What follows belongs to an exercise in optimizing a design on an open flow for small area and few clock cycles; a production flow would make more cautious choices. Only simulation tests tie the RTL to the original design; equivalence was not proved. Power is estimated from default activity; no workload was simulated.

==> flow/design.v (excerpt) <==
module mvuTop (
	input  logic                           clk,
	input  logic                           rst,
	input  logic                           wWr,
	input  logic [mvuPkg::FOLD_WIDTH-1:0]  wAddr,
	input  logic [mvuPkg::WTILE_WIDTH-1:0] wData,
	input  logic [mvuPkg::FOLD_WIDTH-1:0]  foldCount,
	input  logic                           aStrobe,
	input  logic [mvuPkg::ATILE_WIDTH-1:0] aData,
	input  logic                           aPad,
	output logic                           outVld,
	output logic [mvuPkg::OUT_WIDTH-1:0]   outData,
	output logic [mvuPkg::LANE_WIDTH-1:0]  outLane,
	output logic                           hold
);
Size: ~950 cells after synthesis, about 70 I/O pins, roughly 0.015 mm² of cells after synthesis.
Settings: LEC_CHECK=0, CAP_MARGIN=20, CORE_MARGIN=2, CORE_UTILIZATION=62, CTS_BUF_LIST=sky130_fd_sc_hd__clkbuf_8, CTS_CLUSTER_DIAMETER=45, CTS_CLUSTER_SIZE=18, SLEW_MARGIN=20; clock period 5.0 ns.
standard.sh (not shown) runs the stock make flow with config.mk's settings and CLKGATE_MAP_FILE= SYNTH_SCRIPT=/design/flow/synth_recipe.tcl, a recipe that flattens the netlist after the stock synthesis.
==> flow/flow/run.sh <==
#!/bin/bash
# Standard layout with three changes: the port buffers are plain buffers,
# and after the standard synthesis two netlist rewrites that keep every
# register (same instances, names and cells) and the function:
#  - fapol.py rebalances the full adders' polarities to drop inverters
#    (a full adder with all pins complemented is the same function);
#  - the combinational gates other than the full and half adders are
#    remapped by ABC with an area-recovery script (area.abc).
set -euo pipefail
export BUFFER_PORTS_ARGS="-buffer_cell sky130_fd_sc_hd__buf_1"
RES=$PWD/orfs/results/sky130hd/mvuTop/base
LIB=$FLOW_HOME/platforms/sky130hd/lib/sky130_fd_sc_hd__tt_025C_1v80.lib
bash standard.sh $RES/1_2_yosys.v > standard_synth.log 2>&1
cp $RES/1_2_yosys.v $RES/1_2_yosys.std.v
python3 flow/fapol.py $RES/1_2_yosys.std.v $RES/1_2_yosys.pol.v > fapol.log 2>&1
DU=""
for c in $(sed -n '/^export DONT_USE_CELLS/,/^#/p' $FLOW_HOME/platforms/sky130hd/config.mk | tr ' \\' '\n\n' | grep sky130); do
	DU="$DU -dont_use $c"
done
cat > resyn.ys <<EOS
read_liberty -ignore_miss_func $LIB
read_verilog $RES/1_2_yosys.pol.v
hierarchy -top mvuTop
setattr -mod -set keep_hierarchy 1 sky130_fd_sc_hd__fa_1 sky130_fd_sc_hd__ha_1 sky130_fd_sc_hd__edfxtp_1 sky130_fd_sc_hd__dfxtp_1
flatten
opt_clean
abc -liberty $LIB $DU -script $PWD/flow/area.abc -D 5000
splitnets
opt_clean -purge
hilomap -singleton -hicell sky130_fd_sc_hd__conb_1 HI -locell sky130_fd_sc_hd__conb_1 LO
insbuf -buf sky130_fd_sc_hd__buf_4 A X
delete sky130_fd_sc_hd__fa_1 sky130_fd_sc_hd__ha_1 sky130_fd_sc_hd__edfxtp_1 sky130_fd_sc_hd__dfxtp_1
read_liberty -lib $LIB
hierarchy -top mvuTop
stat -liberty $LIB
check -assert
write_verilog -noattr -nohex -nodec -selected $RES/1_2_yosys.v
EOS
yosys -s resyn.ys > resyn.log 2>&1
bash standard.sh > standard.log 2>&1
Other scripts of this flow, unchanged in this note and not shown: flow/flow/area.abc, flow/flow/fapol.py
Testbench counts at the start, summed over its fixed seeds: cycles 9,881.
Edit:
- CORE_UTILIZATION: 62 -> 58
- CTS_CLUSTER_DIAMETER: 45 -> 50
- CTS_CLUSTER_SIZE: 18 -> 20
After rerunning: Non-clock buffer count does not change; global-route usage came out lower by 1.4 points; utilization came out lower by 5.3 points; sequential cell count does not change.
Edit:
- CORE_UTILIZATION: 58 -> 62
- CTS_BUF_LIST: sky130_fd_sc_hd__clkbuf_8 -> sky130_fd_sc_hd__clkbuf_8 sky130_fd_sc_hd__clkbuf_16
The changed run went through all stages and came out clean. Worst setup slack improved by 0.0043 ns. Flip-flop and latch count stays the same. Power came out higher by 5.7%.


## garnet
mvuTop, a different RTL version from the one above (not shown whole).
Size in the first run: about 15,000 µm² of cells after synthesis.
clock: 5.0 ns
lec_check: 0
cap_margin: 20
core_margin: 2
core_utilization: 62
cts_buf_list: sky130_fd_sc_hd__clkbuf_8
cts_cluster_diameter: 50
cts_cluster_size: 20
slew_margin: 20
==> flow/flow/run.sh <==
#!/bin/bash
# Standard layout with two changes: the port buffers are plain buffers, and
# after synthesis the full adders' polarities are rebalanced to drop
# inverters (fapol.py; a full adder with all pins complemented is the same
# function, so the netlist's behaviour and registers are unchanged).
set -euo pipefail
export BUFFER_PORTS_ARGS="-buffer_cell sky130_fd_sc_hd__buf_1"
RES=$PWD/orfs/results/sky130hd/mvuTop/base
bash standard.sh $RES/1_2_yosys.v > standard_synth.log 2>&1
cp $RES/1_2_yosys.v $RES/1_2_yosys.std.v
python3 flow/fapol.py $RES/1_2_yosys.std.v $RES/1_2_yosys.v > fapol.log 2>&1
bash standard.sh > standard.log 2>&1
Other scripts of this flow, unchanged in this note and not shown: flow/flow/fapol.py
Testbench counts of garnet, summed over its fixed seeds: cycles 9,881.
What onyx does differently from garnet at the input level:
Settings: CORE_UTILIZATION changed from 62 to 70.
Notes after the runs:
onyx and garnet ended up with nearly the same post-layout net count.
On cell area after layout, garnet tracks onyx almost exactly.
Side by side, final standard cell utilization of the core turned out higher in onyx than in garnet.
onyx does better than garnet on final critical-path required period.
Fraction of met3 tracks used by global routing for onyx: 1.7 points up relative to garnet
#### Input delta (sierra over onyx)
Settings: CORE_UTILIZATION: 70 -> 62.
==> flow/flow/run.sh <==
#!/bin/bash
# Standard layout with three changes: the port buffers are plain buffers,
# and after the standard synthesis two netlist rewrites that keep every
# register (same instances, names and cells) and the function:
#  - fapol.py rebalances the full adders' polarities to drop inverters
#    (a full adder with all pins complemented is the same function);
#  - the combinational gates other than the full and half adders are
#    remapped by ABC with an area-recovery script (area.abc).
set -euo pipefail
export BUFFER_PORTS_ARGS="-buffer_cell sky130_fd_sc_hd__buf_1"
RES=$PWD/orfs/results/sky130hd/mvuTop/base
LIB=$FLOW_HOME/platforms/sky130hd/lib/sky130_fd_sc_hd__tt_025C_1v80.lib
bash standard.sh $RES/1_2_yosys.v > standard_synth.log 2>&1
cp $RES/1_2_yosys.v $RES/1_2_yosys.std.v
python3 flow/fapol.py $RES/1_2_yosys.std.v $RES/1_2_yosys.pol.v > fapol.log 2>&1
DU=""
for c in $(sed -n '/^export DONT_USE_CELLS/,/^#/p' $FLOW_HOME/platforms/sky130hd/config.mk | tr ' \\' '\n\n' | grep sky130); do
	DU="$DU -dont_use $c"
done
cat > resyn.ys <<EOS
read_liberty -ignore_miss_func $LIB
read_verilog $RES/1_2_yosys.pol.v
hierarchy -top mvuTop
setattr -mod -set keep_hierarchy 1 sky130_fd_sc_hd__fa_1 sky130_fd_sc_hd__ha_1 sky130_fd_sc_hd__edfxtp_1 sky130_fd_sc_hd__dfxtp_1
flatten
opt_clean
abc -liberty $LIB $DU -script $PWD/flow/area.abc -D 5000
splitnets
opt_clean -purge
hilomap -singleton -hicell sky130_fd_sc_hd__conb_1 HI -locell sky130_fd_sc_hd__conb_1 LO
insbuf -buf sky130_fd_sc_hd__buf_4 A X
delete sky130_fd_sc_hd__fa_1 sky130_fd_sc_hd__ha_1 sky130_fd_sc_hd__edfxtp_1 sky130_fd_sc_hd__dfxtp_1
read_liberty -lib $LIB
hierarchy -top mvuTop
stat -liberty $LIB
check -assert
write_verilog -noattr -nohex -nodec -selected $RES/1_2_yosys.v
EOS
yosys -s resyn.ys > resyn.log 2>&1
bash standard.sh > standard.log 2>&1
==> flow/flow/area.abc (new file) <==
&get -n
&st
&dch
&nf -R 1000
&put
Findings:
Post-route clock period utilization (sierra over onyx): decrease, 0.20 points. Wire length of sierra is on par with onyx. Re die area: onyx was lower than sierra. Comparing sierra with onyx, the power came out essentially unchanged. Side by side, cell area after synthesis turned out lower in sierra than in onyx. Compared with onyx, sierra shows a lower hold slack. Looking only at multi-input combinational area share, and setting everything else aside, the higher value of onyx and sierra goes to onyx. sierra vs. onyx: met3 usage in global routing went down by 2.1 points. Relative to onyx, the number of vias per cell after detailed routing of sierra is lower by about 3%. Taking onyx as the reference point, the count of standard-cell rows of sierra rises by 2.
Changes in amber relative to sierra:
Settings: CTS_CLUSTER_DIAMETER changed from 50 to 40; CTS_CLUSTER_SIZE changed from 20 to 22; CORE_UTILIZATION changed from 62 to 70.
==> flow/flow/run.sh <==
#!/bin/bash
# Standard layout with two changes: the port buffers are plain buffers, and
# after synthesis the full adders' polarities are rebalanced to drop
# inverters (fapol.py; a full adder with all pins complemented is the same
# function, so the netlist's behaviour and registers are unchanged).
set -euo pipefail
export BUFFER_PORTS_ARGS="-buffer_cell sky130_fd_sc_hd__buf_1"
RES=$PWD/orfs/results/sky130hd/mvuTop/base
bash standard.sh $RES/1_2_yosys.v > standard_synth.log 2>&1
cp $RES/1_2_yosys.v $RES/1_2_yosys.std.v
python3 flow/fapol.py $RES/1_2_yosys.std.v $RES/1_2_yosys.v > fapol.log 2>&1
bash standard.sh > standard.log 2>&1
removed: flow/flow/area.abc
Notes after the runs:
- When amber is set beside sierra, its met3 usage in global routing turns out to be 1.8 points larger.
- Against sierra, amber reports a setup slack that is lower.
- Changes observed in amber relative to sierra: relative area change from synthesis to final layout has decreased; switching power total now larger.
The inputs of umber differ from those of amber as listed below.
Settings: a change of CTS_BUF_LIST from sky130_fd_sc_hd__clkbuf_8 to sky130_fd_sc_hd__clkbuf_4; a change of CTS_CLUSTER_SIZE from 22 to 10; a change of CTS_CLUSTER_DIAMETER from 40 to 30.
Results
Going from amber to umber, first-pass detailed-route iteration total has increased, total number of vias has increased.
Worst slew slack as a fraction of its limit: umber better than amber
Summary — multi-input logic portion of the cell area, umber relative to amber: lower, by 0.24 points.
As far as maximum frequency is concerned, amber and umber perform about the same.
Diff amber -> umber: share of the final layout cell area in sequential cells fell 0.39 points, design area rose about 0.7%, quantity of gates resized following cts about even.

port drivers added, routing unchanged:
No port has a modelled driver above. Below, the same layouts with a new extraction and two added sets of constraints.
Step 1 (the two cells are an assumption about what drives the block):
set clk [get_ports {clk}]
set_driving_cell -lib_cell sky130_fd_sc_hd__clkbuf_16 $clk
set_driving_cell -lib_cell sky130_fd_sc_hd__buf_2 [delete_from_list [all_inputs] $clk]
Step 2, shift: input delay + t, output delay - t, t = (earliest + latest rising clock arrival at the registers) / 2. This alone moves slack from input paths to output paths.
a / b / c = no drivers / after step 1 / after step 2; a / b = the first two.
| run | shift t [ns] | slack for setup (ns) | worst setup path after step 2 | cell pins on the clock port's net |
|---|---|---|---|---|
| the first run of note 1 | 0.595 | 0.203 / 0.203 / -0.011 | input to register | 1 |
| the second run of note 1 | 0.653 | 0.194 / 0.194 / 0.078 | input to register | 1 |
| the third run of note 1 | 0.603 | 0.198 / 0.198 / -0.015 | input to register | 1 |
| garnet | 0.664 | 0.122 / 0.122 / 0.111 | input to register | 1 |
| onyx | 0.624 | 0.158 / 0.158 / 0.115 | input to register | 1 |
| sierra | 0.658 | 0.168 / 0.168 / 0.087 | input to register | 1 |
| amber | 0.603 | 0.163 / 0.163 / 0.113 | input to register | 1 |
| umber | 0.754 | 0.160 / 0.160 / 0.112 | input to register | 1 |
Met with ideal ports but missed after step 2: setup timing in the first run of note 1 and the third run of note 1. The setup slack of the first run of note 1, which loses most, moves by 0.000 ns with the drivers and by -0.214 ns with both steps.
